What follows belongs to an exercise in optimizing a design on an open flow for small area, a short achievable clock period and few clock cycles per item; a production flow would make more cautious choices.
Function was checked by simulation only, so behaviour that the tests miss may differ from the original.
No activity file was given, so power comes from the tool's default toggle rates.

`flow/config.mk`:
```
export PLATFORM = sky130hd
export DESIGN_NAME = sorted_priority_queue
export DESIGN_NICKNAME = sorted_priority_queue
export VERILOG_FILES = /design/flow/design.v
export SDC_FILE = /design/flow/constraint.sdc
export NUM_CORES = 4
export LEC_CHECK = 0
export ABC_AREA = 1
export CAP_MARGIN = 20
export CORE_MARGIN = 2
export CORE_UTILIZATION = 55
export CTS_CLUSTER_DIAMETER = 80
export CTS_CLUSTER_SIZE = 25
export PLACE_DENSITY = 0.65
export SETUP_SLACK_MARGIN = 3.0
export SLEW_MARGIN = 20
export TNS_END_PERCENT = 25
```
`flow/constraint.sdc`:
```
create_clock -name core_clock -period 5.0 [get_ports {clk_i}]
set_input_delay 1.0000 -clock core_clock [delete_from_list [all_inputs] [get_ports {clk_i}]]
set_output_delay 1.0000 -clock core_clock [all_outputs]
set_load 0.01 [all_outputs]
```
`flow/design.v`:
```
package spq_pkg;
  localparam int unsigned DEPTH      = 16;
  localparam int unsigned DATA_WIDTH = 32;
  localparam int unsigned PRIO_WIDTH = 16;
  localparam int unsigned CNT_W      = $clog2(DEPTH + 1);
  localparam int unsigned CMD_W      = 2;
  localparam int unsigned PAYLOAD_W  = 32;
  localparam int unsigned PRIO_IN_W  = 16;
  localparam int unsigned DOUT_W     = 32;
  localparam int unsigned COUNT_W    = 5;
  localparam int unsigned STATUS_W   = 2;
  localparam logic [CMD_W-1:0] CMD_INSERT = 2'd0;
  localparam logic [CMD_W-1:0] CMD_REMOVE = 2'd1;
  localparam logic [CMD_W-1:0] CMD_PEEK   = 2'd2;
  localparam logic [STATUS_W-1:0] ST_OK    = 2'd0;
  localparam logic [STATUS_W-1:0] ST_FULL  = 2'd1;
  localparam logic [STATUS_W-1:0] ST_EMPTY = 2'd2;
  typedef struct packed {
    logic        [DATA_WIDTH-1:0] payload;
    logic signed [PRIO_WIDTH-1:0] prio;
  } entry_t;
  typedef struct packed {
    logic insert;
    logic remove;
  } cell_ctrl_t;
endpackage
module spq_cell (
  input  logic                clk_i,
  input  logic                we_i,
  input  spq_pkg::entry_t     new_entry_i,
  output logic [spq_pkg::DATA_WIDTH-1:0] payload_o,
  output logic                le_o
);
  localparam int unsigned W = spq_pkg::PRIO_WIDTH;
  spq_pkg::entry_t entry_q;
  logic [W-1:0]    a, b;
  assign a = {~entry_q.prio[W-1], entry_q.prio[W-2:0]};
  assign b = {~new_entry_i.prio[W-1], new_entry_i.prio[W-2:0]};
  logic [W-1:0]   g0, p0;
  logic [W/2-1:0] g1, p1;
  logic [W/4-1:0] g2, p2;
  logic [W/8-1:0] g3, p3;
  assign g0 = b & ~a;
  assign p0 = b | ~a;
  for (genvar k = 0; k < W/2; k++) begin : g_l1
    assign g1[k] = g0[2*k+1] | (p0[2*k+1] & g0[2*k]);
    assign p1[k] = g0[2*k+1] | (p0[2*k+1] & p0[2*k]);
  end
  for (genvar k = 0; k < W/4; k++) begin : g_l2
    assign g2[k] = g1[2*k+1] | (p1[2*k+1] & g1[2*k]);
    assign p2[k] = g1[2*k+1] | (p1[2*k+1] & p1[2*k]);
  end
  for (genvar k = 0; k < W/8; k++) begin : g_l3
    assign g3[k] = g2[2*k+1] | (p2[2*k+1] & g2[2*k]);
    assign p3[k] = g2[2*k+1] | (p2[2*k+1] & p2[2*k]);
  end
  assign le_o = g3[1] | (p3[1] & p3[0]);
  always_ff @(posedge clk_i) begin
    if (we_i) entry_q <= new_entry_i;
  end
  assign payload_o = entry_q.payload;
endmodule
module sorted_priority_queue (
  input  logic                                clk_i,
  input  logic                                rst_ni,
  input  logic                                start,
  output logic                                busy,
  input  logic [spq_pkg::CMD_W-1:0]           cmd_i,
  input  logic [spq_pkg::PAYLOAD_W-1:0]       payload_i,
  input  logic signed [spq_pkg::PRIO_IN_W-1:0] priority_req_i,
  output logic                                done_o,
  output logic [spq_pkg::DOUT_W-1:0]          data_out_o,
  output logic [spq_pkg::COUNT_W-1:0]         count_o,
  output logic [spq_pkg::STATUS_W-1:0]        status_o
);
  localparam int unsigned Depth = spq_pkg::DEPTH;
  localparam int unsigned CntW  = spq_pkg::CNT_W;
  localparam int unsigned IdxW  = $clog2(Depth);
  logic                           accept;
  logic                           full, empty;
  logic                           ins1, rem1, rd1;
  spq_pkg::entry_t                new_entry;
  logic [spq_pkg::DATA_WIDTH-1:0] slot_pay [Depth];
  logic [Depth-1:0]               slot_le;
  logic [Depth-1:0]               slot_we;
  logic [CntW-1:0]                count_q, count_d;
  logic                           full_q, empty_q;
  logic [spq_pkg::STATUS_W-1:0]   status_d;
  logic                           done2_q;
  logic                           ins2_q, rem2_q, rd2_q;
  logic [Depth-1:0]               le_q;
  logic [spq_pkg::STATUS_W-1:0]   status2_q;
  logic [IdxW-1:0]                order_q [Depth];
  logic [IdxW-1:0]                order_d [Depth];
  logic [Depth-1:0]               ahead;
  logic [Depth-1:0]               front_q, front_d;
  logic [Depth-1:0]               last_dec, second_dec;
  logic [spq_pkg::DATA_WIDTH-1:0] front_pay;
  logic                           done_q;
  logic [spq_pkg::DOUT_W-1:0]     data_q;
  logic [spq_pkg::STATUS_W-1:0]   status_q;
  logic [CntW-1:0]                count_out_q;
  assign busy   = 1'b0;
  assign accept = start && !busy;
  assign full   = full_q;
  assign empty  = empty_q;
  assign new_entry.payload = spq_pkg::DATA_WIDTH'(payload_i);
  assign new_entry.prio    = spq_pkg::PRIO_WIDTH'(priority_req_i);
  always_comb begin
    ins1     = 1'b0;
    rem1     = 1'b0;
    rd1      = 1'b0;
    count_d  = count_q;
    status_d = spq_pkg::ST_OK;
    if (accept) begin
      unique case (cmd_i)
        spq_pkg::CMD_INSERT: begin
          if (full) begin
            status_d = spq_pkg::ST_FULL;
          end else begin
            ins1    = 1'b1;
            count_d = count_q + 1'b1;
          end
        end
        spq_pkg::CMD_REMOVE, spq_pkg::CMD_PEEK: begin
          if (empty) begin
            status_d = spq_pkg::ST_EMPTY;
          end else begin
            rd1 = 1'b1;
            if (cmd_i == spq_pkg::CMD_REMOVE) begin
              rem1    = 1'b1;
              count_d = count_q - 1'b1;
            end
          end
        end
        default: begin
        end
      endcase
    end
  end
  for (genvar j = 0; j < Depth; j++) begin : g_slot
    logic at_last, at_next, at_front;
    assign at_last  = (order_q[Depth-1] == IdxW'(j));
    assign at_next  = (order_q[Depth-2] == IdxW'(j));
    assign at_front = front_q[j];
    assign slot_we[j] = !full && ((ins2_q && at_next) || (rem2_q && at_front) ||
                                  (!ins2_q && !rem2_q && at_last));
    spq_cell u_cell (
      .clk_i       (clk_i),
      .we_i        (slot_we[j]),
      .new_entry_i (new_entry),
      .payload_o   (slot_pay[j]),
      .le_o        (slot_le[j])
    );
  end
  always_ff @(posedge clk_i or negedge rst_ni) begin
    if (!rst_ni) begin
      count_q  <= '0;
      full_q   <= 1'b0;
      empty_q  <= 1'b1;
      done2_q  <= 1'b0;
      ins2_q   <= 1'b0;
      rem2_q   <= 1'b0;
      rd2_q    <= 1'b0;
    end else begin
      count_q  <= count_d;
      full_q   <= (count_d == CntW'(Depth));
      empty_q  <= (count_d == '0);
      done2_q  <= accept;
      ins2_q   <= ins1;
      rem2_q   <= rem1;
      rd2_q    <= rd1;
    end
  end
  always_ff @(posedge clk_i) begin
    le_q      <= slot_le;
    status2_q <= status_d;
  end
  for (genvar i = 0; i < Depth; i++) begin : g_pos
    if (i == 0) begin : g_front
      assign ahead[i] = |(le_q & front_q) && (count_out_q != '0);
    end else begin : g_other
      assign ahead[i] = le_q[order_q[i]] && (count_out_q > CntW'(i));
    end
    logic prev_ahead;
    if (i == 0) begin : g_first
      assign prev_ahead = 1'b1;
    end else begin : g_rest
      assign prev_ahead = ahead[i-1];
    end
    always_comb begin
      order_d[i] = order_q[i];
      if (ins2_q) begin
        if (!ahead[i]) begin
          if (prev_ahead) begin
            order_d[i] = order_q[Depth-1];
          end else begin
            order_d[i] = order_q[(i+Depth-1) % Depth];
          end
        end
      end else if (rem2_q) begin
        order_d[i] = order_q[(i+1) % Depth];
      end
    end
    always_ff @(posedge clk_i) begin
      if (!rst_ni) begin
        order_q[i] <= IdxW'(i);
      end else begin
        order_q[i] <= order_d[i];
      end
    end
  end
  for (genvar j = 0; j < Depth; j++) begin : g_dec
    assign last_dec[j]   = (order_q[Depth-1] == IdxW'(j));
    assign second_dec[j] = (order_q[1] == IdxW'(j));
  end
  always_comb begin
    front_d = front_q;
    if (ins2_q) begin
      if (!ahead[0]) front_d = last_dec;
    end else if (rem2_q) begin
      front_d = second_dec;
    end
  end
  always_ff @(posedge clk_i) begin
    if (!rst_ni) begin
      front_q <= Depth'(1);
    end else begin
      front_q <= front_d;
    end
  end
  always_comb begin
    front_pay = '0;
    for (int j = 0; j < Depth; j++) begin
      front_pay = front_pay | (slot_pay[j] & {spq_pkg::DATA_WIDTH{front_q[j]}});
    end
  end
  always_ff @(posedge clk_i or negedge rst_ni) begin
    if (!rst_ni) begin
      done_q <= 1'b0;
    end else begin
      done_q <= done2_q;
    end
  end
  always_ff @(posedge clk_i) begin
    data_q      <= rd2_q ? spq_pkg::DOUT_W'(front_pay) : '0;
    status_q    <= status2_q;
    count_out_q <= count_q;
  end
  assign done_o     = done_q;
  assign data_out_o = data_q;
  assign status_o   = status_q;
  assign count_o    = spq_pkg::COUNT_W'(count_out_q);
endmodule
```
`flow/flow/run.sh`:
```
#!/bin/bash
# Layout flow: the standard flow (standard synthesis unchanged), with the
# port buffers made of plain buf_4 cells instead of the delay cells that
# buffer_ports picks by default. Every input and output port still gets its
# buffer; nothing else changes.
set -uo pipefail
export BUFFER_PORTS_ARGS="-buffer_cell sky130_fd_sc_hd__buf_4"
bash standard.sh finish > standard_flow.log 2>&1
status=$?
tail -n 20 standard_flow.log
exit $status
```
`flow/standard.sh`:
```
#!/bin/bash
# synth_recipe.tcl (not shown) runs the flow's synth.tcl, then flattens the netlist and writes it again
# the make line also repeats each setting of config.mk as NAME=value (left out here)
make -C /OpenROAD-flow-scripts/flow DESIGN_CONFIG=/design/flow/config.mk WORK_HOME=/design/flow/orfs CLKGATE_MAP_FILE= SYNTH_SCRIPT=/design/flow/synth_recipe.tcl "${@:-finish}"
```
==> notes.md, run 1 <==
Synth area leaders=edfxtp_1 (57%), nand2_1 (12%), dfxtp_1 (6.8%), nand3_1 (3.1%), o21ai_0 (2.8%); clock-pin slew of the registers on the worst-case setup and hold paths=0.10 ns; grt total ovfl=0; die width=276 µm; worst reg2reg setup slack=2.87 ns; VDD IR max=349 µV; Hold Path Class=primary input to asynchronous set/reset pin; core area=73000 µm²; status=timing/DRC/antenna clean; clock buffer depth=3; # DRC=0; Reg-to-Reg End=g_slot[13].u_cell.entry_q[31]; Seq/Total Area, Yosys=0.644; routed len/inst=23.5 µm; largest net degree at the start of global routing=80; 1st-iter DRT viols=3744; CP max FO=1; fin nets=4213; leak pwr=18.0 nW; initial core utilization=0.556; Levels on crit path=1; # setup viols final=0; Pins Over Slew Limit=0; Fin Clk Skew=0.0446 ns; count leader, synth=nand2_1; die area=75900 µm²; number of global-route vias before repair=28.2k; Critical Path RT=4.00 ns; period utilization=0.432; r2r startpoint=ins2_q; final hold violation count=0; Row Count=99; Bufs and invs on worst path=1; Die H=276 µm; Cells after Synth=3999; commonest cells in the synthesized netlist=nand2_1 (1322), edfxtp_1 (768), inv_1 (286), nand3_1 (249), o21ai_0 (229); Post-synth EDFFs=768; initial antenna violation count=5; worst path arrival time=1.16 ns; fillers=5735; drt total wl=121000 µm; first-pass GRT wire length=173000 µm; worst setup path startpoint=data_q[22]; post-detail-place hpwl=64700 µm; Yosys Warn Count=7; Crit. End Element=output pin; total design power=16.4 mW; fraction of layout cells with a size suffix above 1=0.135; PwrDens=357 nW/µm²; register area=26200 µm²; actual slew at the worst max-slew pin=0.657 ns; Relative slew margins=0.562; Num CTS Buffers=48; post-placement cell count=4915; worst r2r path cells=7; Netlist cell types=47; clock sinks=917; CTS tree=built; final std cells w/o fill=5155; Slowest cell on crit path=dfxtp_4; port buffer count=92; Synth top area share=0.569; root buf cell=clkbuf_16; # IOs=94; routed vias/inst=6.01; Post-synth ARST share=0.0131; Avg Synthesized Cell Area=10.1 µm²; 1st-pass router iterations=7; startpoint types=register; Multi-input gate area=12600 µm²; max incr delay on CP=0.40 ns; critical path cell sequence=buf_6; WS Path Type=register to output pin; top_reg_cell synth=edfxtp_1; area delta synth->final=13.2%; hold_buf cts=0; Routed Antenna Nets=0; largest area contributor in the netlist=edfxtp_1; setup TNS=0 ns; unrepaired setup endpoints after global routing=true; Period minus WS final=2.16 ns; syn nets=4057; H-tree levels=2; Max Cap Violations=0; clock latency (worst-skew pair)=0.66 ns; crit path to=data_out_o[22]; CP top delay family=flip-flops; vias post-DR=31.0k; Cell Area, Synth=40500 µm²; FMAX=463 MHz; GP Congestion=0.903; flops & latches, synth=917; GRT Total Usage=0.305
[power breakdown]
part	switching (mW)	internal, mW	total [mW]
Sequential	0.310	8.79	9.10
Clock	2.58	1.99	4.57
Combinational	1.85	0.895	2.75
Total	4.74	11.7	16.4
[per-stage QoR]
stage | setup WS, ns | hold slack, ns | instance area [µm²] | utilization
finish | 2.84 | 0.334 | 45900 | 0.629
detailed placement | 1.79 | 0.317 | 42100 | 0.578
global route | 2.80 | 0.336 | 45900 | 0.629
floorplan | 2.74 | 0.310 | 40700 | -
global placement | 1.83 | 0.309 | 42100 | 0.578
CTS | 2.80 | 0.343 | 44600 | 0.612
[flip-flops by register name, summed over array words and instances (netlist names), 2 cells and up]
register               count
g_slot.u_cell.entry_q    768
order_q                   64
data_q                    32
front_q                   16
le_q                      16
count_out_q                5
count_q                    5
status2_q                  2
status_q                   2
[routing by layer]
| layer | track usage | up-vias | share of wire |
|---|---|---|---|
| met5 | 0 | - | 0.00023 |
| met4 | 0.114 | 4 | 0.043 |
| met3 | 0.0391 | 282 | 0.088 |
| met1 | 0.417 | 14800 | 0.40 |
| met2 | 0.501 | 1551 | 0.47 |
| li1 | - | 14300 | - |
[kinds of logic after synthesis]
family,Yosys count,synth area share
simple gates,1849,0.187
buf+inv,502,0.0515
other cells,1,0.0000925
flops,917,0.644
fa+ha+maj,5,0.00154
compound gates,725,0.116
[layout make-up]
cell class	instances	area share
Antenna cell	1	0.0000545
Tap cell	959	0.0261
Sequential cell	917	0.571
Multi-Input combinational cell	2580	0.275
Clock buffer	72	0.0288
Clock inverter	18	0.00561
Inverter	308	0.0278
Timing Repair Buffer	282	0.0624
Timing Repair inverter	18	0.00294
[cell usage in the layout (no fill, tap or decap), types with 42 or more instances in the layout]
cell,synthesis,layout
a221oi_1,122,122
a31oi_1,48,42
inv_1,286,258
clkbuf_16,0,55
nand3_1,249,246
clkinvlp_4,0,48
a21oi_1,102,102
o22ai_1,59,59
buf_4,18,193
nor2_1,196,187
nand2_1,1322,1305
dfxtp_1,137,93
o21ai_0,229,219
edfxtp_1,768,768
[worst min path at each step]
| stage | from | end | slack (ns) | cells past startpoint |
|---|---|---|---|---|
| after global routing | rst_ni | count_q[4] | 0.34 | 1 |
| after CTS | status2_q[1] | status_q[1] | 0.34 | 0 |
| after detailed placement | status2_q[0] | status_q[0] | 0.32 | 0 |
| final | rst_ni | count_q[4] | 0.33 | 1 |
| after global placement | status2_q[0] | status_q[0] | 0.31 | 0 |
| after floorplan | status2_q[0] | status_q[0] | 0.31 | 0 |
[repair_timing]
item	CTS	global route
buffers inserted	54	64
pin swaps	6	9
setup endpoints to repair	910	872
gates resized for setup	125	151
gates cloned	14	17
Testbench counts, summed over its fixed seeds: cycles 16,008, items 16,000.
==> run 2, diff against run 1 <==
--- a/flow/config.mk
+++ b/flow/config.mk
@@ -14,3 +14,3 @@
 export PLACE_DENSITY = 0.65
-export SETUP_SLACK_MARGIN = 3.0
+export SETUP_SLACK_MARGIN = 2.9
 export SLEW_MARGIN = 20
==> run 2 against run 1 <==
Still clean on timing, DRC and antenna. Total power decreased by 0.97%. Clock-buffer cell count increased by 1. Combinational power decreased by 5%. Synthesized area unchanged. Sequential power about the same. Fmax decreased by 1.7%. Die area unchanged. Routed wire length decreased by 2.1%. Cell count decreased by 0.89%. Largest power group unchanged.
==> notes.md, run 2 <==
CP max FO=11; area delta synth->final=11.6%; Seq/Total Area, Yosys=0.644; 1st-pass router iterations=7; core area=73000 µm²; Routed Antenna Nets=0; first-pass GRT wire length=173000 µm; 1st-iter DRT viols=3621; period utilization=0.439; top_reg_cell synth=edfxtp_1; Fin Clk Skew=0.0574 ns; VDD IR max=354 µV; worst reg2reg setup slack=2.80 ns; clock-pin slew of the registers on the worst-case setup and hold paths=0.10 ns; Hold Path Stages=0; grt total ovfl=0; Largest regs=g_slot.u_cell.entry_q x768, order_q x64, data_q x32; Cell Area, Synth=40500 µm²; Synth area leaders=edfxtp_1 (57%), nand2_1 (12%), dfxtp_1 (6.8%), nand3_1 (3.1%), o21ai_0 (2.8%); Yosys Warn Count=7; status=timing/DRC/antenna clean; Post-synth ARST share=0.0131; vias post-DR=30.7k; Synth top area share=0.569; unrepaired setup endpoints after global routing=true; Pins Over Slew Limit=0; most common cell after layout, fill and taps aside=nand2_1; max reg flops=768; Netlist cell types=47; leak pwr=17.6 nW; routed len/inst=23.2 µm; fraction of layout cells with a size suffix above 1=0.125; routed vias/inst=6.01; Row Count=99; largest area contributor in the netlist=edfxtp_1; Die H=276 µm; Post-synth EDFFs=768; Final Util=0.620; WS Path Type=register to register; Crit. End Element=register; H-tree levels=2; number of global-route vias before repair=27.9k; Period minus WS final=2.20 ns; GRT Total Usage=0.306; die width=276 µm; port buffer count=92; # IOs=94; GP Congestion=0.953; CTS tree=built; PwrDens=359 nW/µm²; largest net degree at the start of global routing=80; commonest cells in the synthesized netlist=nand2_1 (1322), edfxtp_1 (768), inv_1 (286), nand3_1 (249), o21ai_0 (229); clock latency (worst-skew pair)=0.66 ns; root buf cell=clkbuf_16; Relative slew margins=0.289; Hold Path Class=register to register; initial antenna violation count=3; setup TNS=0 ns; post-detail-place hpwl=64600 µm; flops & latches, synth=917; drt total wl=119000 µm; worst r2r path cells=6; count leader, synth=nand2_1; actual slew at the worst max-slew pin=1.06 ns; hold_buf cts=0; worst path arrival time=2.52 ns; Max Cap Violations=0; fin nets=4163; clock buffer depth=3; Critical Path RT=5.32 ns; startpoint types=register; syn nets=4057; Num CTS Buffers=48; Cells after Synth=3999; commonest non-fill, non-tap cells in the layout=nand2_1 (1309), edfxtp_1 (768), inv_1 (258); FMAX=455 MHz; final hold violation count=0; die area=75900 µm²; initial core utilization=0.556; Biggest register=g_slot.u_cell.entry_q; # setup viols final=0; Avg Synthesized Cell Area=10.1 µm²; # DRC=0; clock sinks=917
[run 2: cell types whose count changed in the layout (fill, tap and decap cells not counted), sizes merged]
cell / change
inv: -1
clkbuf: -4
clkinvlp: +5
diode: +4
nand2: +1
buf: -51
[run 2: layout make-up]
| cell class | instances | area (µm²) |
|---|---|---|
| Timing Repair Buffer | 226 | 2200 |
| Sequential cell | 917 | 26200 |
| Fill cell | 5897 | 27700 |
| Multi-Input combinational cell | 2581 | 12600 |
| Clock buffer | 73 | 1330 |
| Antenna cell | 5 | 12.5 |
| Clock inverter | 17 | 236 |
| Tap cell | 959 | 1200 |
| Timing Repair inverter | 23 | 165 |
| Inverter | 308 | 1280 |
[run 2: metal layers]
metal	track usage	vias to the layer above	part of all wire
li1	-	14200	-
met1	0.424	14700	0.41
met2	0.491	1564	0.46
met3	0.0462	258	0.093
met4	0.118	0	0.038
met5	0	-	0
[run 2: worst paths after layout]
check,from,to
min in group asynchronous,rst_ni,count_q[4]
setup reg to reg,ins2_q,g_slot[2].u_cell.entry_q[11]
hold / removal,status2_q[1],status_q[1]
hold reg to reg,status2_q[1],status_q[1]
max in group asynchronous,rst_ni,ins2_q
setup / recovery,ins2_q,g_slot[2].u_cell.entry_q[11]
[run 2: metrics by stage]
stage	instance area, µm²	cells	setup slack [ns]	power, mW	hold slack, ns
2_1_floorplan	40700	3999	2.74	10.7	0.310
3_5_place_dp	42100	4912	1.54	11.6	0.313
6_report	45200	5109	2.80	16.3	0.337
5_1_grt	45200	5106	2.77	16.8	0.342
4_1_cts	44200	5041	2.72	16.1	0.337
3_3_place_gp	42100	4912	1.60	11.6	0.314
[run 2: timing repair]
item | 4_1_cts | 5_1_grt
gates cloned | 15 | 11
setup buffers | 24 | 52
pin swaps | 2 | 2
setup endpoints to repair | 904 | 819
gates resized for setup | 91 | 131
[run 2: worst max-delay path, cell delays in order (launching register included)]
cell        delay [ns]
dfrtp_4           0.56
nor2_4            0.20
clkinvlp_4        0.21
o211ai_1          0.24
nand2_2           0.17
clkinvlp_4        0.24
buf_4             0.25
[run 2: power by group]
| part | switching [mW] | internal, mW | total (mW) |
|---|---|---|---|
| Sequential | 0.337 | 8.79 | 9.13 |
| Combinational | 1.79 | 0.826 | 2.61 |
| Clock | 2.57 | 1.94 | 4.52 |
| Total | 4.70 | 11.6 | 16.3 |
[run 2: cells by family after synthesis]
family / synth area share
and+or+nand+nor: 0.187
DFF: 0.644
AOI/OAI and AO/OA: 0.116
buffers and inverters: 0.0515
adders and majority gates: 0.00154
other: 0.0000925
==> run 3, diff against run 2 <==
--- a/flow/config.mk
+++ b/flow/config.mk
@@ -14,3 +14,3 @@
 export PLACE_DENSITY = 0.65
-export SETUP_SLACK_MARGIN = 2.9
+export SETUP_SLACK_MARGIN = 3.1
 export SLEW_MARGIN = 20
==> run 3 against run 2 <==
Cell count is 1.5% higher. Largest power group unchanged. Global-route usage is 0.18 points higher. Still clean on timing, DRC and antenna. Die area stayed put. Hold slack worse by 0.0029 ns. Register-to-register slack worse by 0.17 ns. Sequential power hardly changed. Synthesized area stayed put. Clock power is 1% higher.
==> notes.md, run 3 <==
routed vias/inst=6.03; unrepaired setup endpoints after global routing=true; Avg Synthesized Cell Area=10.1 µm²; Period minus WS final=2.37 ns; # IOs=94; Relative slew margins=0.564; Row Count=99; vias post-DR=31.3k; VDD IR max=349 µV; Netlist cell types=47; Final Util=0.641; flops & latches, synth=917; WS Path Type=register to register; Synth top area share=0.569; first-pass GRT wire length=174000 µm; drt total wl=123000 µm; FMAX=423 MHz; max reg flops=768; commonest cells in the synthesized netlist=nand2_1 (1322), edfxtp_1 (768), inv_1 (286), nand3_1 (249), o21ai_0 (229); grt total ovfl=0; largest area contributor in the netlist=edfxtp_1; leak pwr=18.3 nW; routed len/inst=23.8 µm; syn nets=4057; root buf cell=clkbuf_16; Slowest cell on crit path=dfrtp_2; commonest non-fill, non-tap cells in the layout=nand2_1 (1299), edfxtp_1 (768), inv_1 (253); Hold Path Class=register to register; 1st-pass router iterations=6; core area=73000 µm²; die area=75900 µm²; initial core utilization=0.556; count leader, synth=nand2_1; Cells after Synth=3999; clock-pin slew of the registers on the worst-case setup and hold paths=0.09 ns; Largest regs=g_slot.u_cell.entry_q x768, order_q x64, data_q x32; setup TNS=0 ns; area delta synth->final=15.4%; status=timing/DRC/antenna clean; Fin Clk Skew=0.0506 ns; Critical Path RT=5.34 ns; CP max FO=12; period utilization=0.473; critical path cell sequence=nor2_4, clkinvlp_4, o211ai_1, nand2_1, clkinvlp_4, buf_6; Biggest register=g_slot.u_cell.entry_q; fin nets=4245; min-delay src=status2_q[0]; Seq/Total Area, Yosys=0.644; Pins Over Slew Limit=0; Post-synth ARST share=0.0131; r2r startpoint=ins2_q; Die H=276 µm; port buffer count=92; final hold violation count=0; 1st-iter DRT viols=3711; clock buffer depth=3; Crit. End Element=register; # setup viols final=0; worst path arrival time=2.70 ns; CTS tree=built; H-tree levels=2; end of the worst hold path=status_q[0]; worst r2r path cells=6; top_reg_cell synth=edfxtp_1; Cell Area, Synth=40500 µm²; hold_buf cts=0; final std cells w/o fill=5188; Max Cap Violations=0; clock latency (worst-skew pair)=0.67 ns; clock sinks=917; post-detail-place hpwl=64700 µm; die width=276 µm; post-placement cell count=4915; worst reg2reg setup slack=2.63 ns; Synth area leaders=edfxtp_1 (57%), nand2_1 (12%), dfxtp_1 (6.8%), nand3_1 (3.1%), o21ai_0 (2.8%); max incr delay on CP=0.50 ns; Routed Antenna Nets=0; most used cell, CP=clkinvlp_4; Num CTS Buffers=48; number of global-route vias before repair=28.4k; Yosys Warn Count=7; initial antenna violation count=5; fraction of layout cells with a size suffix above 1=0.147; most common cell after layout, fill and taps aside=nand2_1; Hold Path Stages=0; GP Congestion=0.903; Reg-to-Reg End=g_slot[2].u_cell.entry_q[8]; PwrDens=355 nW/µm²; Post-synth EDFFs=768; actual slew at the worst max-slew pin=0.654 ns; startpoint types=register; # DRC=0; GRT Total Usage=0.308; largest net degree at the start of global routing=80
## run 3: kinds of logic (layout without fill, tap and decap cells)
| kind of cell | count (synthesis) | count (layout) | synth area share |
|---|---|---|---|
| AND/OR/NAND/NOR | 1849 | 1853 | 0.187 |
| flip-flops | 917 | 917 | 0.644 |
| AO/OA/AOI/OAI | 725 | 725 | 0.116 |
| buffers and inverters | 502 | 726 | 0.0515 |
| adder cells (fa/ha/maj) | 5 | 5 | 0.00154 |
| other | 1 | 3 | 0.0000925 |
## run 3: worst max path at each step
stage	from	endpoint	slack [ns]
after floorplan	ins2_q	g_slot[6].u_cell.entry_q[0]	2.74
after global placement	rem2_q	g_slot[15].u_cell.entry_q[18]	1.83
after detailed placement	rem2_q	g_slot[15].u_cell.entry_q[28]	1.79
after CTS	data_q[16]	data_out_o[16]	2.81
after global routing	order_q[15][1]	g_slot[2].u_cell.entry_q[10]	2.64
final	ins2_q	g_slot[2].u_cell.entry_q[8]	2.63
## run 3: through the flow
stage | hold slack, ns | setup WS [ns] | instance area, µm² | total power [mW]
2_1_floorplan | 0.310 | 2.74 | 40700 | 10.7
3_3_place_gp | 0.309 | 1.83 | 42100 | 11.6
3_5_place_dp | 0.317 | 1.79 | 42100 | 11.6
4_1_cts | 0.343 | 2.81 | 45000 | 16.3
5_1_grt | 0.337 | 2.64 | 46800 | 17.2
6_report | 0.334 | 2.63 | 46800 | 16.6
## run 3: final cells by class
cell class,count,area [µm²]
flip-flops and latches,917,26200
fillers,5607,26200
multi-input cells,2584,12800
repair buffers,310,3590
clock buffers,72,1320
inverters,308,1300
well taps,959,1200
clock inverters,18,258
repair inverters,18,135
diodes,2,5.00
## run 3: timing repair
| action | CTS | global route |
|---|---|---|
| resized for setup | 149 | 228 |
| pin swaps | 7 | 12 |
| setup buffers | 64 | 72 |
| gates cloned | 19 | 26 |
| endpoints found under the setup margin | 917 | 904 |
## run 3: per-layer routing
layer	GRT usage	up-vias	wire length, µm
li1	-	14400	-
met1	0.422	15000	48900
met2	0.503	1570	57500
met3	0.0375	323	10800
met4	0.121	2	6140
met5	0	-	10
## run 3: report_power, final
group	total, mW	switching, mW	internal [mW]
clock	4.58	2.59	1.99
combinational	2.94	1.92	1.03
sequential	9.10	0.311	8.79
total	16.6	4.81	11.8
## run 3: worst max-delay path, delay by kind of cell (launching register included)
| family | cells | cell delay [ns] |
|---|---|---|
| compound gates | 1 | 0.30 |
| flops | 1 | 0.50 |
| buf+inv | 3 | 0.77 |
| simple gates | 2 | 0.47 |
==> run 4, diff against run 3 <==
--- a/flow/config.mk
+++ b/flow/config.mk
@@ -10,7 +10,7 @@
 export CORE_MARGIN = 2
-export CORE_UTILIZATION = 55
+export CORE_UTILIZATION = 65
 export CTS_CLUSTER_DIAMETER = 80
 export CTS_CLUSTER_SIZE = 25
-export PLACE_DENSITY = 0.65
-export SETUP_SLACK_MARGIN = 3.1
+export PLACE_DENSITY = 0.75
+export SETUP_SLACK_MARGIN = 3.0
 export SLEW_MARGIN = 20
==> run 4 against run 3 <==
Sequential share of layout area rose by 1.0 points. Synthesized area did not move. Global-route usage rose by 5.0 points. Via count rose by 2.2%. Total power fell by 1.7%. Synthesized cell count did not move. Fmax rose by 9.3%. Combinational power fell by 3%. Clock power fell by 4%. Sequential cell count did not move. Die area fell by 15%. Setup slack improved by 0.20 ns. Critical path type unchanged. Largest cell class unchanged.
==> notes.md, run 4 <==
status=timing/DRC/antenna clean; worst reg2reg setup slack=2.84 ns; Die H=254 µm; VDD IR max=394 µV; total design power=16.3 mW; largest family of logic cells by synthesized area=simple AND/OR/NAND/NOR gates; Yosys Warn Count=7; clock buffer depth=3; Num CTS Buffers=47; clock sinks=917; WS Path Type=register to register; # setup viols final=0; die width=254 µm; Synth Area in Compound Gates=0.116; first-pass GRT wire length=172000 µm; critical path cell sequence=inv_1, nor3_2, o21ai_4, clkinvlp_4, buf_12, clkbuf_16; largest net degree at the start of global routing=80; fraction of layout cells with a size suffix above 1=0.136; Synth top area share=0.569; area delta synth->final=13.2%; Synth Area in Simple Gates=0.187; startpoint types=register; final std cells w/o fill=5033; Bufs and invs on worst path=4; Synth area leaders=edfxtp_1 (57%), nand2_1 (12%), dfxtp_1 (6.8%), nand3_1 (3.1%), o21ai_0 (2.8%); grt total ovfl=0; DP Area=41900 µm²; CP max FO=12; xor/xnor share of the synthesized area=0; root buf cell=clkbuf_16; clock latency (worst-skew pair)=0.66 ns; Levels on crit path=6; Post-synth EDFFs=768; Pins Over Slew Limit=0; flops & latches, synth=917; PwrDens=356 nW/µm²; GRT Total Usage=0.358; die area=64400 µm²; post-detail-place hpwl=62800 µm; Crit. End Element=register; r2r startpoint=order_q[14][1]; worst r2r path cells=6; largest area contributor in the netlist=edfxtp_1; worst setup path startpoint=order_q[14][1]; Period minus WS final=2.16 ns; post-placement cell count=4788; 1st-pass router iterations=9; core area=61700 µm²; # IOs=94; final hold violation count=0; FMAX=462 MHz; CTS tree=built; Finished Cell Area=45900 µm²; commonest cells in the synthesized netlist=nand2_1 (1322), edfxtp_1 (768), inv_1 (286), nand3_1 (249), o21ai_0 (229); vias post-DR=32.0k; port buffer count=92; drt total wl=118000 µm; Routed Antenna Nets=0; GP Congestion=0.947; Slowest cell on crit path=dfxtp_2; Synth Area in Adders=0.00154; setup TNS=0 ns; Fin Clk Skew=0.0392 ns; Post-synth ARST share=0.0131; fin nets=4218; H-tree levels=2; count leader, synth=nand2_1; clock-pin slew of the registers on the worst-case setup and hold paths=0.10 ns; routed vias/inst=6.35; unrepaired setup endpoints after global routing=true; Biggest register=g_slot.u_cell.entry_q; Avg Synthesized Cell Area=10.1 µm²; Max Cap Violations=0; Seq/Total Area, Yosys=0.644; worst path arrival time=2.54 ns; initial antenna violation count=3; syn nets=4057; max reg flops=768; routed len/inst=23.5 µm; Critical Path RT=5.38 ns; initial core utilization=0.657; Largest regs=g_slot.u_cell.entry_q x768, order_q x64, data_q x32; Reg-to-Reg End=g_slot[15].u_cell.entry_q[23]; Cells after Synth=3999; 1st-iter DRT viols=4226; number of global-route vias before repair=29.1k; mux contribution to synthesized area=0; # DRC=0; most common cell after layout, fill and taps aside=nand2_1; top_reg_cell synth=edfxtp_1; Cell Area, Synth=40500 µm²; CP top delay family=buffers and inverters; Hold Path Class=primary input to asynchronous set/reset pin; Row Count=91; max incr delay on CP=0.52 ns; actual slew at the worst max-slew pin=0.955 ns; leak pwr=18.0 nW; Netlist cell types=47; period utilization=0.433; crit path to=g_slot[15].u_cell.entry_q[23]; Hold WS=0.333 ns; Relative slew margins=0.363; commonest non-fill, non-tap cells in the layout=nand2_1 (1305), edfxtp_1 (768), inv_1 (258)
==> run 4: logic make-up after synthesis <==
group | after synthesis
other | 1
buffers and inverters | 502
DFF | 917
AOI/OAI and AO/OA | 725
adders and majority gates | 5
and+or+nand+nor | 1849
==> run 4: report_power, final <==
part	switching, mW	internal, mW	leakage (nW)	total (mW)
clock	2.51	1.87	0.710	4.39
sequential	0.327	8.79	8.25	9.12
combinational	1.88	0.956	9.04	2.84
total	4.72	11.6	18.0	16.3
==> run 4: how the worst min path moves through the flow <==
stage | from | to | slack (ns)
floorplan | status2_q[0] | status_q[0] | 0.31
global placement | status2_q[1] | status_q[1] | 0.31
detailed placement | status2_q[0] | status_q[0] | 0.32
CTS | status2_q[0] | status_q[0] | 0.34
global route | rst_ni | count_q[3] | 0.34
finish | rst_ni | count_q[3] | 0.33
==> run 4: repair_timing <==
item / in CTS / in global routing
hold buffers: 0 / 0
setup buffers: 63 / 68
endpoints found under the hold margin: 0 / 0
resized for setup: 148 / 111
gates cloned: 16 / 13
setup endpoints to repair: 905 / 882
pin swaps: 6 / 10
==> run 4: final cells by class <==
type / instances / area (µm²)
inverters: 308 / 1300
repair inverters: 19 / 140
fillers: 4147 / 15800
flip-flops and latches: 917 / 26200
clock buffers: 68 / 1280
multi-input cells: 2583 / 12700
repair buffers: 284 / 3000
clock inverters: 16 / 216
diodes: 1 / 2.50
well taps: 837 / 1050
==> run 4: per-stage QoR <==
step	utilization	setup slack, ns
2_1_floorplan	-	2.74
3_3_place_gp	0.680	1.97
3_5_place_dp	0.680	1.93
4_1_cts	0.724	2.83
5_1_grt	0.744	2.79
6_report	0.744	2.84
==> run 4: worst reg2reg max path, delay by kind of cell, from the launching register on <==
| kind | cells | cell delay [ns] |
|---|---|---|
| buffers and inverters | 4 | 0.74 |
| DFF | 1 | 0.52 |
| and+or+nand+nor | 1 | 0.51 |
| AOI/OAI and AO/OA | 1 | 0.15 |
==> run 4: layer usage <==
layer,vias to the layer above,GRT usage,share of wire
li1,14300,-,-
met1,15200,0.486,0.37
met2,2085,0.560,0.45
met3,414,0.0682,0.12
met4,6,0.174,0.053
met5,-,0,0.00033
==> run 5, diff against run 4 <==
==> flow/flow/run.sh (replaced) <==
#!/bin/bash
# Layout flow: the standard flow (standard synthesis unchanged), with the
# port buffers made of plain buf_4 cells instead of the delay cells that
# buffer_ports picks by default, and clock tree synthesis without dummy
# loads. Every input and output port still gets its buffer.
set -uo pipefail
export BUFFER_PORTS_ARGS="-buffer_cell sky130_fd_sc_hd__buf_4"
export CTS_ARGS="-sink_clustering_enable -repair_clock_nets -sink_clustering_size 25 -sink_clustering_max_diameter 80 -dont_use_dummy_load"
bash standard.sh finish > standard_flow.log 2>&1
status=$?
tail -n 20 standard_flow.log
exit $status
--- a/flow/config.mk
+++ b/flow/config.mk
@@ -7,10 +7,9 @@
 export LEC_CHECK = 0
-export ABC_AREA = 1
+export ABC_CLOCK_PERIOD_IN_PS = 2000
 export CAP_MARGIN = 20
 export CORE_MARGIN = 2
-export CORE_UTILIZATION = 65
+export CORE_UTILIZATION = 40
 export CTS_CLUSTER_DIAMETER = 80
 export CTS_CLUSTER_SIZE = 25
-export PLACE_DENSITY = 0.75
-export SETUP_SLACK_MARGIN = 3.0
+export SETUP_SLACK_MARGIN = 2.8
 export SLEW_MARGIN = 20
==> run 5 against run 4 <==
Clock-buffer cell count shrank 19. Global-route usage shrank 14 points. Critical endpoint is now count_o[0]. Clock skew grew 0.058 ns. Setup slack lost 0.11 ns. Non-clock buffer count grew 9. Clock power shrank 7.3%. Total power grew 11%. Register-to-register slack lost 0.09 ns. Synthesized area shrank 0.98%.
==> notes.md, run 5 <==
Levels on crit path=1; first-pass GRT wire length=173000 µm; WS Path Type=register to output pin; commonest non-fill, non-tap cells in the layout=edfxtp_1 (768), a22oi_1 (189), buf_4 (189); Relative slew margins=0.494; fraction of layout cells with a size suffix above 1=0.211; worst r2r path cells=7; clock sinks=917; startpoint types=register; post-detail-place hpwl=62000 µm; die area=103000 µm²; routed len/inst=27.9 µm; 1st-pass router iterations=5; grt total ovfl=0; Cells after Synth=2941; # setup viols final=0; clock-pin slew of the registers on the worst-case setup and hold paths=0.07 ns; Critical Path RT=4.00 ns; Cell Area, Synth=40100 µm²; routed vias/inst=6.26; GRT Total Usage=0.222; vias post-DR=27.3k; # DRC=0; Post-synth EDFFs=768; final hold violation count=0; initial antenna violation count=2; core area=99900 µm²; Avg Synthesized Cell Area=13.7 µm²; CTS tree=built; worst path arrival time=1.27 ns; CP max FO=10; count leader, synth=edfxtp_1; Routed Antenna Nets=0; Synth top area share=0.574; die width=321 µm; status=timing/DRC/antenna clean; Num CTS Buffers=49; worst reg2reg setup slack=2.75 ns; root buf cell=clkbuf_16; hold_buf cts=0; most common cell after layout, fill and taps aside=edfxtp_1; clock latency (worst-skew pair)=0.68 ns; DP Area=42400 µm²; CP top delay family=flip-flops; largest area contributor in the netlist=edfxtp_1; unrepaired setup endpoints after global routing=true; Slowest cell on crit path=dfxtp_4; VDD IR max=270 µV; FMAX=440 MHz; Pins Over Slew Limit=0; H-tree levels=2; crit path to=count_o[0]; Hold Path Class=register to register; Biggest register=g_slot.u_cell.entry_q; setup TNS=0 ns; max incr delay on CP=0.51 ns; Bufs and invs on worst path=1; Row Count=116; period utilization=0.454; number of global-route vias before repair=26.3k; fin nets=3128; flops & latches, synth=917; Seq/Total Area, Yosys=0.650; Crit. End Element=output pin; post-placement cell count=4174; port buffer count=92; area delta synth->final=16.3%; final std cells w/o fill=4367; 1st-iter DRT viols=3452; clock buffer depth=3; largest net degree at the start of global routing=77; Finished Cell Area=46700 µm²; Yosys Warn Count=7; actual slew at the worst max-slew pin=0.758 ns; Fin Clk Skew=0.0971 ns; Max Cap Violations=0; PwrDens=390 nW/µm²; Largest regs=g_slot.u_cell.entry_q x768, order_q x64, data_q x32; commonest cells in the synthesized netlist=edfxtp_1 (768), a22oi_1 (195), clkbuf_1 (154), maj3_1 (144), nand2_1 (140); leak pwr=15.2 nW; Period minus WS final=2.27 ns; Post-synth ARST share=0.0131; drt total wl=122000 µm; r2r startpoint=le_q[9]; syn nets=2999; worst setup path startpoint=count_out_q[0]; Reg-to-Reg End=order_q[6][1]; # IOs=94; top_reg_cell synth=edfxtp_1; max reg flops=768; critical path cell sequence=buf_4; Die H=321 µm; Netlist cell types=101; Synth area leaders=edfxtp_1 (57%), dfxtp_1 (6.8%), a22oi_1 (3.6%), maj3_1 (3.6%), mux2i_1 (2.0%); GP Congestion=0.853; initial core utilization=0.402
run 5: changes by cell type in the layout (fill, tap and decap cells not counted), sizes merged, moves of 121 or more:
cell / previous run / this run
nand2: 1353 / 142
nand3: 259 / 69
inv: 284 / 63
maj3: 0 / 146
nor2b: 0 / 121
a22oi: 6 / 195
o21ai: 251 / 95
run 5: layer usage:
layer / vias up / track usage / routed length (µm)
li1: 11800 / - / -
met1: 14000 / 0.308 / 50600
met2: 1300 / 0.367 / 58200
met3: 210 / 0.0306 / 9540
met4: 4 / 0.0615 / 3340
met5: - / 0 / 29
run 5: cells by family (layout without fill, tap and decap cells):
kind of cell	Yosys count	count (layout)	synth area share
fa+ha+maj	151	151	0.0380
compound gates	779	781	0.148
flops	917	917	0.650
mux	141	141	0.0485
other cells	1	2	0.0000934
buf+inv	295	420	0.0301
xor+xnor	1	1	0.000218
simple gates	656	656	0.0848
run 5: report_power, final:
group / switching [mW] / internal, mW / leakage, nW / total (mW)
Combinational: 2.64 / 1.88 / 6.30 / 4.52
Sequential: 0.516 / 9.11 / 8.26 / 9.62
Clock: 2.33 / 1.74 / 0.604 / 4.07
Total: 5.48 / 12.7 / 15.2 / 18.2
run 5: repair_timing:
| action | 4_1_cts | 5_1_grt |
|---|---|---|
| gates cloned | 15 | 15 |
| gates resized for setup | 147 | 206 |
| endpoints found under the setup margin | 871 | 541 |
| endpoints found under the hold margin | 0 | 0 |
| buffers inserted | 46 | 67 |
| pin swaps | 33 | 66 |
run 5: cell type report:
| type | instances | area [µm²] |
|---|---|---|
| timing repair inverter | 6 | 45.0 |
| timing repair buffer | 293 | 3400 |
| clock buffer | 49 | 1230 |
| inverter | 72 | 324 |
| sequential | 917 | 26200 |
| multi-input combinational | 1731 | 13800 |
| fill | 8651 | 53200 |
| tap | 1298 | 1620 |
| antenna | 1 | 2.50 |
run 5: worst min path at each step:
stage | depth (start not counted) | slack (ns) | endpoint | startpoint
detailed placement | 0 | 0.32 | status_q[0] | status2_q[0]
floorplan | 0 | 0.31 | status_q[0] | status2_q[0]
global placement | 0 | 0.33 | status_q[0] | status2_q[0]
finish | 0 | 0.33 | status_q[0] | status2_q[0]
CTS | 0 | 0.34 | status_q[0] | status2_q[0]
global route | 0 | 0.34 | status_q[0] | status2_q[0]
run 5: per-stage QoR:
| stage | setup WS (ns) | power (mW) | util | hold slack, ns |
|---|---|---|---|---|
| 2_1_floorplan | 2.47 | 11.9 | - | 0.310 |
| 3_3_place_gp | 1.49 | 13.2 | 0.425 | 0.326 |
| 3_5_place_dp | 1.45 | 13.3 | 0.425 | 0.323 |
| 4_1_cts | 2.67 | 17.6 | 0.450 | 0.338 |
| 5_1_grt | 2.69 | 18.8 | 0.467 | 0.340 |
| 6_report | 2.73 | 18.2 | 0.467 | 0.333 |
==> run 6, diff against run 5 <==
--- a/flow/design.v
+++ b/flow/design.v
@@ -90,2 +90,3 @@
   logic                           ins2_q, rem2_q, rd2_q;
+  logic                           wr_next_q, wr_last_q;
   logic [Depth-1:0]               le_q;
@@ -145,4 +146,4 @@
     assign at_front = front_q[j];
-    assign slot_we[j] = !full && ((ins2_q && at_next) || (rem2_q && at_front) ||
-                                  (!ins2_q && !rem2_q && at_last));
+    assign slot_we[j] = (wr_next_q && at_next) || (rem2_q && at_front) ||
+                        (wr_last_q && at_last);
     spq_cell u_cell (
@@ -164,2 +165,4 @@
       rd2_q    <= 1'b0;
+      wr_next_q <= 1'b0;
+      wr_last_q <= 1'b1;
     end else begin
@@ -172,2 +175,4 @@
       rd2_q    <= rd1;
+      wr_next_q <= ins1 && (count_d != CntW'(Depth));
+      wr_last_q <= !ins1 && !rem1 && (count_d != CntW'(Depth));
     end
==> flow/flow/run.sh (replaced) <==
#!/bin/bash
# Layout flow: the standard flow (standard synthesis unchanged), with the
# port buffers made of plain buf_4 cells instead of the delay cells that
# buffer_ports picks by default. Every input and output port still gets its
# buffer; nothing else changes.
set -uo pipefail
export BUFFER_PORTS_ARGS="-buffer_cell sky130_fd_sc_hd__buf_4"
bash standard.sh finish > standard_flow.log 2>&1
status=$?
tail -n 20 standard_flow.log
exit $status
--- a/flow/config.mk
+++ b/flow/config.mk
@@ -7,3 +7,3 @@
 export LEC_CHECK = 0
-export ABC_CLOCK_PERIOD_IN_PS = 2000
+export ABC_AREA = 1
 export CAP_MARGIN = 20
==> run 6 against run 5 <==
Still clean on timing, DRC and antenna. Global-route usage grew 0.99 points. Critical path depth unchanged. Total power is 8.9% lower. Design area fell by 2.5%. Cell count grew 26%. Largest cell class unchanged. Clock power grew 21%. Non-clock buffer count is 124 lower. Highest routed layer unchanged. Setup slack got worse by 0.057 ns. Clock skew decreased by 0.033 ns.
==> notes.md, run 6 <==
first-pass GRT wire length=180000 µm; Bufs and invs on worst path=1; period utilization=0.466; Period minus WS final=2.33 ns; r2r startpoint=order_q[15][0]; area delta synth->final=12.1%; Hold Path Class=primary input to asynchronous set/reset pin; commonest non-fill, non-tap cells in the layout=nand2_1 (1372), edfxtp_1 (768), inv_1 (272); root buf cell=clkbuf_16; clock buffer depth=3; Placement Setup Slack=1.87 ns; Max Cap Violations=0; Fin Clk Skew=0.0644 ns; Cell Area, Synth=40600 µm²; setup TNS=0 ns; largest net degree at the start of global routing=50; worst r2r path cells=5; worst path arrival time=1.33 ns; Reg-to-Reg End=g_slot[3].u_cell.entry_q[10]; CP top delay family=flip-flops; Crit. End Element=output pin; largest area contributor in the netlist=edfxtp_1; port buffer count=92; syn nets=4100; Post-synth ARST share=0.0152; Avg Synthesized Cell Area=10.0 µm²; Synth area leaders=edfxtp_1 (57%), nand2_1 (13%), dfxtp_1 (6.8%), nand3_1 (3.4%), o21ai_0 (2.9%); drt total wl=124000 µm; critical path cell sequence=buf_4; WS Path Type=register to output pin; Synth Area in Compound Gates=0.112; worst reg2reg setup slack=2.69 ns; Post-synth EDFFs=768; Slowest cell on crit path=dfxtp_2; post-detail-place hpwl=64500 µm; Biggest register=g_slot.u_cell.entry_q; Worst Slack Setup Final=2.67 ns; 1st-pass router iterations=6; flops & latches, synth=919; top_reg_cell synth=edfxtp_1; Seq/Total Area, Yosys=0.645; Synth Area in Adders=0.00154; # setup viols final=0; initial antenna violation count=5; max incr delay on CP=0.46 ns; Netlist cell types=42; status=timing/DRC/antenna clean; vias post-DR=30.6k; commonest cells in the synthesized netlist=nand2_1 (1384), edfxtp_1 (768), inv_1 (286), nand3_1 (272), o21ai_0 (238); actual slew at the worst max-slew pin=1.12 ns; number of global-route vias before repair=27.6k; Die H=323 µm; die area=104000 µm²; routed len/inst=22.6 µm; GRT Total Usage=0.232; routed vias/inst=5.57; clock latency (worst-skew pair)=0.72 ns; max reg flops=768; count leader, synth=nand2_1; # IOs=94; xor/xnor share of the synthesized area=0; Critical Path RT=4.00 ns; most common cell after layout, fill and taps aside=nand2_1; # DRC=0; die width=323 µm; fraction of layout cells with a size suffix above 1=0.107; mux contribution to synthesized area=0; clock sinks=919; unrepaired setup endpoints after global routing=true; FMAX=430 MHz; final hold violation count=0; Cells after Synth=4042; clock-pin slew of the registers on the worst-case setup and hold paths=0.09 ns; Largest regs=g_slot.u_cell.entry_q x768, order_q x64, data_q x32; initial core utilization=0.405; largest family of logic cells by synthesized area=simple AND/OR/NAND/NOR gates; Synth Area in Simple Gates=0.192; core area=100000 µm²; Num CTS Buffers=51; Pins Over Slew Limit=0; leak pwr=18.0 nW; GP Congestion=0.872; PwrDens=364 nW/µm²; Relative slew margins=0.255; Routed Antenna Nets=0; Row Count=116; Final Util=0.454; grt total ovfl=0; CTS tree=built; Yosys Warn Count=7; H-tree levels=2; 1st-iter DRT viols=3241; startpoint types=register; Synth top area share=0.568; fin nets=4152; VDD IR max=302 µV; CP max FO=7
[run 6: changes by cell type in the layout (fill, tap and decap cells not counted), moves of 140 or more]
cell	previous run	this run
maj3_1	140	0
a22oi_1	189	0
inv_1	58	272
nand3_1	67	251
o21ai_0	78	238
nand2_1	138	1372
[run 6: worst max path at each step]
| stage | startpoint | cells after the start | to |
|---|---|---|---|
| global route | order_q[14][1] | 5 | g_slot[10].u_cell.entry_q[17] |
| finish | count_out_q[2] | 1 | count_o[2] |
| floorplan | front_q[0] | 4 | g_slot[0].u_cell.entry_q[0] |
| global placement | priority_req_i[5] | 11 | le_q[11] |
| detailed placement | priority_req_i[9] | 10 | le_q[12] |
| CTS | ins2_q | 7 | order_q[4][1] |
[run 6: timing repair]
action	4_1_cts	5_1_grt
endpoints found under the setup margin	880	785
resized for setup	70	96
hold buffers	0	0
cloned	22	6
pin swaps	21	0
buffers inserted	20	12
[run 6: kinds of logic (layout without fill, tap and decap cells)]
family | Yosys count | count (layout)
AO/OA/AOI/OAI | 694 | 694
adder cells (fa/ha/maj) | 5 | 5
AND/OR/NAND/NOR | 1919 | 1941
buffers and inverters | 504 | 574
other | 1 | 3
flip-flops | 919 | 919
[run 6: final cells by class]
type	instances	area (µm²)
Antenna cell	2	5.00
Clock buffer	70	1370
Clock inverter	23	385
Fill cell	9222	54800
Inverter	306	1200
Multi-Input combinational cell	2641	13100
Sequential cell	919	26200
Tap cell	1357	1700
Timing Repair Buffer	169	1450
Timing Repair inverter	6	42.5
[run 6: per-layer routing]
| metal | part of all wire | track usage | vias to the layer above | wire, µm |
|---|---|---|---|---|
| met4 | 0.032 | 0.0735 | 8 | 3960 |
| met5 | 0.00031 | 0 | - | 39 |
| li1 | - | - | 14200 | - |
| met2 | 0.45 | 0.363 | 1320 | 55800 |
| met1 | 0.42 | 0.323 | 14800 | 52400 |
| met3 | 0.095 | 0.0505 | 227 | 11800 |
[run 6: where the power goes]
group,switching [mW],internal [mW],leakage (nW)
Combinational,1.77,0.761,8.87
Clock,2.77,2.16,0.830
Sequential,0.355,8.78,8.28
[run 6: per-stage QoR]
step	std cells	hold WS [ns]	cell area (µm²)	total power, mW
detailed placement	5338	0.315	42600	11.6
finish	5493	0.251	45500	16.6
global route	5492	0.271	45500	17.2
global placement	5338	0.316	42600	11.6
CTS	5473	0.233	45100	16.6
floorplan	4042	0.310	40600	10.7
Testbench counts of run 6, summed over its fixed seeds: cycles 16,008, items 16,000.
==> run 7, diff against run 6 <==
--- a/flow/design.v
+++ b/flow/design.v
@@ -161,8 +161,2 @@
       empty_q  <= 1'b1;
-      done2_q  <= 1'b0;
-      ins2_q   <= 1'b0;
-      rem2_q   <= 1'b0;
-      rd2_q    <= 1'b0;
-      wr_next_q <= 1'b0;
-      wr_last_q <= 1'b1;
     end else begin
@@ -171,6 +165,17 @@
       empty_q  <= (count_d == '0);
-      done2_q  <= accept;
-      ins2_q   <= ins1;
-      rem2_q   <= rem1;
-      rd2_q    <= rd1;
+    end
+  end
+  always_ff @(posedge clk_i) begin
+    if (!rst_ni) begin
+      done2_q   <= 1'b0;
+      ins2_q    <= 1'b0;
+      rem2_q    <= 1'b0;
+      rd2_q     <= 1'b0;
+      wr_next_q <= 1'b0;
+      wr_last_q <= 1'b1;
+    end else begin
+      done2_q   <= accept;
+      ins2_q    <= ins1;
+      rem2_q    <= rem1;
+      rd2_q     <= rd1;
       wr_next_q <= ins1 && (count_d != CntW'(Depth));
--- a/flow/config.mk
+++ b/flow/config.mk
@@ -13,3 +13,3 @@
 export CTS_CLUSTER_SIZE = 25
-export SETUP_SLACK_MARGIN = 2.8
+export SETUP_SLACK_MARGIN = 2.9
 export SLEW_MARGIN = 20
==> run 7 against run 6 <==
Still clean. Fmax is 3.6% higher. Synthesized cell count is 0.22% higher. Global-route usage is 0.72 points lower. Via count is 0.39% higher. Sequential share of layout area is 0.11 points higher. Routed wire length is 0.86% lower. Non-clock buffer count is 11 higher. Clock-buffer cell count is 3 higher. Clock power is 6.7% lower. Setup slack better by 0.081 ns. Utilization is 0.68 points lower. Largest cell class unchanged.
==> notes.md, run 7 <==
Yosys Warn Count=7; Row Count=117; clock latency (worst-skew pair)=0.70 ns; Final Util=0.447; vias post-DR=30.7k; top_reg_cell synth=edfxtp_1; Hold WS=0.277 ns; H-tree levels=2; die width=324 µm; clock sinks=919; Post-synth EDFFs=768; VDD IR max=263 µV; largest net degree at the start of global routing=50; FMAX=445 MHz; worst path arrival time=2.58 ns; unrepaired setup endpoints after global routing=true; max reg flops=768; number of global-route vias before repair=27.6k; root buf cell=clkbuf_16; Synth top area share=0.565; startpoint types=register; final hold violation count=0; GP Congestion=0.909; core area=101000 µm²; area delta synth->final=11.0%; Seq/Total Area, Yosys=0.640; routed vias/inst=5.56; initial antenna violation count=7; Relative slew margins=0.524; Largest regs=g_slot.u_cell.entry_q x768, order_q x64, data_q x32; count leader, synth=nand2_1; Slowest cell on crit path=dfxtp_2; WS Path Type=register to register; most common cell after layout, fill and taps aside=nand2_1; CP max FO=16; PwrDens=339 nW/µm²; max incr delay on CP=0.49 ns; 1st-pass router iterations=6; Hold Path Class=primary input to asynchronous set/reset pin; total design power=15.4 mW; fraction of layout cells with a size suffix above 1=0.108; grt total ovfl=0; setup TNS=0 ns; first-pass GRT wire length=176000 µm; initial core utilization=0.403; port buffer count=92; clock buffer depth=3; commonest cells in the synthesized netlist=nand2_1 (1357), edfxtp_1 (768), inv_1 (283), nand3_1 (270), o21ai_0 (203); commonest non-fill, non-tap cells in the layout=nand2_1 (1351), edfxtp_1 (768), inv_1 (267); 1st-iter DRT viols=3472; Crit. End Element=register; die area=105000 µm²; Fin Clk Skew=0.0490 ns; Critical Path RT=5.34 ns; Biggest register=g_slot.u_cell.entry_q; Cells after Synth=4051; largest area contributor in the netlist=edfxtp_1; drt total wl=123000 µm; actual slew at the worst max-slew pin=0.714 ns; Post-synth ARST share=0.00871; routed len/inst=22.3 µm; Die H=324 µm; Netlist cell types=48; Bufs and invs on worst path=2; Pins Over Slew Limit=0; # DRC=0; post-detail-place hpwl=64400 µm; status=timing/DRC/antenna clean; leak pwr=17.8 nW; critical path cell sequence=inv_2, nor3_2, nand2_1, nand3_4, buf_4; GRT Total Usage=0.225; Period minus WS final=2.25 ns; CP top delay family=simple AND/OR/NAND/NOR gates; Synth area leaders=edfxtp_1 (56%), nand2_1 (12%), dfxtp_1 (7.0%), nand3_1 (3.3%), inv_1 (2.6%); flops & latches, synth=919; CTS tree=built; # setup viols final=0; Num CTS Buffers=48; syn nets=4109; Max Cap Violations=0; Cell Area, Synth=40800 µm²; Routed Antenna Nets=0; clock-pin slew of the registers on the worst-case setup and hold paths=0.09 ns; period utilization=0.449; Avg Synthesized Cell Area=10.1 µm²; # IOs=94; fin nets=4163
run 7: changes by cell type after synthesis, moves of 11 or more:
cell      previous run  this run
nand2_1           1384      1357
clkbuf_1           114       101
buf_2               56        43
o21ai_1              9        55
o21ai_0            238       203
buf_6                0        19
nand2_4              6        17
run 7: worst register-to-register path, delay by kind of cell, from the launching register on:
family / cells / cell delay [ns]
flip-flops: 1 / 0.49
AND/OR/NAND/NOR: 3 / 0.98
buffers and inverters: 2 / 0.46
run 7: logic make-up after synthesis:
logic type	count (synthesis)	share of synthesized area
compound gates	705	0.112
fa+ha+maj	5	0.00153
buf+inv	508	0.0539
flops	919	0.640
other cells	1	0.0000918
simple gates	1913	0.193
run 7: area by class of cell:
type | count | area (µm²)
Tap cell | 1368 | 1710
Clock inverter | 17 | 260
Fill cell | 9382 | 56100
Antenna cell | 4 | 10.0
Clock buffer | 73 | 1320
Timing Repair Buffer | 180 | 1610
Inverter | 310 | 1230
Timing Repair inverter | 11 | 77.6
Multi-Input combinational cell | 2635 | 12900
Sequential cell | 919 | 26200
run 7: worst paths after layout:
path | start | end | slack (ns) | cells after the start
worst max-delay path | order_q[14][1] | g_slot[2].u_cell.entry_q[10] | 2.75 | 5
worst min-delay path | rst_ni | done_q | 0.28 | 1
worst max register to register | order_q[14][1] | g_slot[2].u_cell.entry_q[10] | 2.75 | 5
worst min register to register | status2_q[1] | status_q[1] | 0.33 | 0
max in group asynchronous | rst_ni | empty_q | 3.77 | 2
min in group core_clock | status2_q[1] | status_q[1] | 0.33 | 0
run 7: stage by stage:
stage	cell area [µm²]	instances	setup WS, ns
5_1_grt	45300	5515	2.73
3_5_place_dp	42700	5363	1.94
4_1_cts	44900	5483	2.68
3_3_place_gp	42700	5363	1.99
6_report	45400	5517	2.75
2_1_floorplan	40900	4051	1.63
run 7: where the power goes:
part	internal, mW	switching [mW]	leakage (nW)
clock network	1.95	2.65	0.751
registers	8.61	0.253	8.25
logic	0.571	1.31	8.82
total	11.1	4.22	17.8
run 7: repair_timing:
action | 4_1_cts | 5_1_grt
gates cloned | 9 | 14
gates resized for setup | 76 | 62
setup endpoints to repair | 882 | 788
buffers inserted | 21 | 16
pin swaps | 11 | 5
hold buffers | 0 | 0
run 7: metal layers:
metal,part of all wire,routed length [µm],track usage
met1,0.42,51400,0.315
met2,0.45,55900,0.353
met3,0.091,11200,0.0433
met4,0.036,4390,0.0753
met5,0.00040,49,0
Testbench counts of run 7, summed over its fixed seeds: cycles 16,008, items 16,000.
==> run 8, diff against run 7 <==
--- a/flow/config.mk
+++ b/flow/config.mk
@@ -10,5 +10,6 @@
 export CORE_MARGIN = 2
-export CORE_UTILIZATION = 40
+export CORE_UTILIZATION = 55
 export CTS_CLUSTER_DIAMETER = 80
 export CTS_CLUSTER_SIZE = 25
+export PLACE_DENSITY = 0.65
 export SETUP_SLACK_MARGIN = 2.9
==> run 8 against run 7 <==
Sequential share of layout area increased by 0.49 points. Clock power decreased by 3%. Design area decreased by 0.78%. Total power decreased by 0.73%. Sequential cell count unchanged. First-iteration DRC count increased by 13%. Die area decreased by 27%. Synthesized cell count unchanged. Global-route usage increased by 8.4 points. Critical path depth decreased by 4. Register-to-register slack improved by 0.06 ns. Cell count decreased by 7.3%.
==> notes.md, run 8 <==
critical path cell sequence=buf_6; WS Path Type=register to output pin; count leader, synth=nand2_1; H-tree levels=2; commonest non-fill, non-tap cells in the layout=nand2_1 (1348), edfxtp_1 (768), inv_1 (263); Routed Antenna Nets=0; Die H=277 µm; Num CTS Buffers=46; port buffer count=92; drt total wl=121000 µm; initial core utilization=0.558; max reg flops=768; Final Util=0.615; die area=76500 µm²; clock-pin slew of the registers on the worst-case setup and hold paths=0.10 ns; # DRC=0; flops & latches, synth=919; fillers=5933; min-delay src=status2_q[0]; r2r startpoint=front_q[0]; clock buffer depth=3; CP max FO=1; GP Congestion=0.945; CP top delay family=flip-flops; Synth top area share=0.565; Relative slew margins=0.397; core area=73200 µm²; Pins Over Slew Limit=0; clock latency (worst-skew pair)=0.69 ns; FMAX=454 MHz; register area=26200 µm²; Slowest cell on crit path=dfxtp_4; period utilization=0.440; Post-synth ARST share=0.00871; grt total ovfl=0; Synth area leaders=edfxtp_1 (56%), nand2_1 (12%), dfxtp_1 (7.0%), nand3_1 (3.3%), inv_1 (2.6%); Avg Synthesized Cell Area=10.1 µm²; Biggest register=g_slot.u_cell.entry_q; area delta synth->final=10.2%; Critical Path RT=4.00 ns; 1st-pass router iterations=6; Netlist cell types=48; root buf cell=clkbuf_16; unrepaired setup endpoints after global routing=true; CTS tree=built; status=timing/DRC/antenna clean; clock sinks=919; Yosys Warn Count=7; routed len/inst=23.7 µm; GRT Total Usage=0.310; Crit. End Element=output pin; setup TNS=0 ns; max incr delay on CP=0.40 ns; VDD IR max=292 µV; final std cells w/o fill=5113; actual slew at the worst max-slew pin=0.905 ns; die width=277 µm; post-detail-place hpwl=63300 µm; worst path arrival time=1.20 ns; top_reg_cell synth=edfxtp_1; fin nets=4171; leak pwr=17.9 nW; syn nets=4109; total design power=15.2 mW; Row Count=99; first-pass GRT wire length=178000 µm; worst setup path startpoint=data_q[4]; final hold violation count=0; Period minus WS final=2.20 ns; most common cell after layout, fill and taps aside=nand2_1; commonest cells in the synthesized netlist=nand2_1 (1357), edfxtp_1 (768), inv_1 (283), nand3_1 (270), o21ai_0 (203); Cell Area, Synth=40800 µm²; Post-synth EDFFs=768; startpoint types=register; vias post-DR=31.1k; fraction of layout cells with a size suffix above 1=0.115; number of global-route vias before repair=28.0k; # setup viols final=0; routed vias/inst=6.07; largest net degree at the start of global routing=80; largest area contributor in the netlist=edfxtp_1; Bufs and invs on worst path=1; Cells after Synth=4051; Seq/Total Area, Yosys=0.640; 1st-iter DRT viols=3932; post-placement cell count=4957; Multi-input gate area=13000 µm²; Max Cap Violations=0; Fin Clk Skew=0.0556 ns; PwrDens=339 nW/µm²; Hold Path Class=register to register; Largest regs=g_slot.u_cell.entry_q x768, order_q x64, data_q x32; # IOs=94; initial antenna violation count=6
run 8: kinds of logic (layout without fill, tap and decap cells):
| group | Yosys count | count (layout) | share of synthesized area |
|---|---|---|---|
| simple gates | 1913 | 1924 | 0.193 |
| flops | 919 | 919 | 0.640 |
| compound gates | 705 | 705 | 0.112 |
| buf+inv | 508 | 597 | 0.0539 |
| fa+ha+maj | 5 | 5 | 0.00153 |
| other cells | 1 | 4 | 0.0000918 |
run 8: through the flow:
stage | instance area (µm²) | hold slack, ns | setup slack [ns]
2_1_floorplan | 40900 | 0.310 | 1.63
3_3_place_gp | 42300 | 0.311 | 1.92
3_5_place_dp | 42300 | 0.314 | 1.86
4_1_cts | 44400 | 0.335 | 2.79
5_1_grt | 45000 | 0.347 | 2.78
6_report | 45000 | 0.332 | 2.80
run 8: what timing repair did:
action                     4_1_cts  5_1_grt
hold buffers                     0        0
cloned                          13        9
pin swaps                       12        3
setup buffers                   15       30
setup endpoints to repair      902      784
gates resized for setup        104       86
run 8: power breakdown:
part | switching [mW] | internal, mW | total [mW] | leakage [nW]
logic | 1.35 | 0.584 | 1.93 | 8.88
registers | 0.217 | 8.62 | 8.83 | 8.25
clock network | 2.53 | 1.94 | 4.47 | 0.720
run 8: final timing paths:
check | end | slack [ns] | cells past startpoint
max in group asynchronous | count_q[2] | 3.99 | 1
min in group asynchronous | done_q | 0.43 | 1
max reg2reg | g_slot[0].u_cell.entry_q[10] | 2.81 | 4
min | status_q[0] | 0.33 | 0
min reg2reg | status_q[0] | 0.33 | 0
max | data_out_o[4] | 2.80 | 1
run 8: layer usage:
layer  vias to the layer above  wire length (µm)  track usage  part of all wire
li1                      14300                 -            -                 -
met1                     15000             50000        0.443              0.41
met2                      1541             54300        0.476              0.45
met3                       267             12300       0.0608              0.10
met4                         8              4320        0.104             0.036
met5                         -                56            0           0.00046
run 8: area by class of cell:
| type | instances | share of cell area |
|---|---|---|
| timing repair buffer | 190 | 0.0388 |
| multi-input combinational | 2635 | 0.288 |
| clock buffer | 70 | 0.0281 |
| inverter | 310 | 0.0283 |
| timing repair inverter | 11 | 0.00178 |
| antenna | 3 | 0.000167 |
| tap | 959 | 0.0267 |
| clock inverter | 16 | 0.00548 |
| sequential | 919 | 0.583 |

-- afterwards: timing with drivers on the ports --
How much do the figures lean on ideal ports? The routed layouts below were timed once more, with nothing changed but the port constraints. Step 1 (the two cells are an assumption about what drives the block):
set clk [get_ports {clk_i}]
set_driving_cell -lib_cell sky130_fd_sc_hd__clkbuf_16 $clk
set_driving_cell -lib_cell sky130_fd_sc_hd__buf_2 [delete_from_list [all_inputs] $clk]
Step 2 times the ports against the registers' clock, not the clock port: input delays grow and output delays shrink by t, the midpoint of the rising clock arrivals with the driver on. a / b / c = no drivers / after step 1 / after step 2; a / b = the first two.
run | t, ns | setup WS [ns] | latest minus earliest clock arrival (ns) | pins driven straight from the clock port
run 1 | 0.709 | 2.841 / 2.771 / 2.398 | 0.051 / 0.051 | 1
run 2 | 0.701 | 2.804 / 2.756 / 2.272 | 0.060 / 0.060 | 1
run 3 | 0.713 | 2.634 / 2.634 / 2.384 | 0.056 / 0.056 | 1
run 4 | 0.710 | 2.836 / 2.777 / 2.383 | 0.045 / 0.045 | 1
run 5 | 0.694 | 2.729 / 2.656 / 2.020 | 0.121 / 0.121 | 1
run 6 | 0.760 | 2.672 / 2.597 / 2.232 | 0.065 / 0.065 | 1
run 7 | 0.735 | 2.753 / 2.696 / 2.254 | 0.058 / 0.058 | 1
run 8 | 0.731 | 2.798 / 2.726 / 2.265 | 0.061 / 0.060 | 1
After both steps setup and hold are still met in every run listed. For run 5, which loses most, drivers alone change the setup slack by -0.073 ns; drivers and shift together by -0.709 ns.
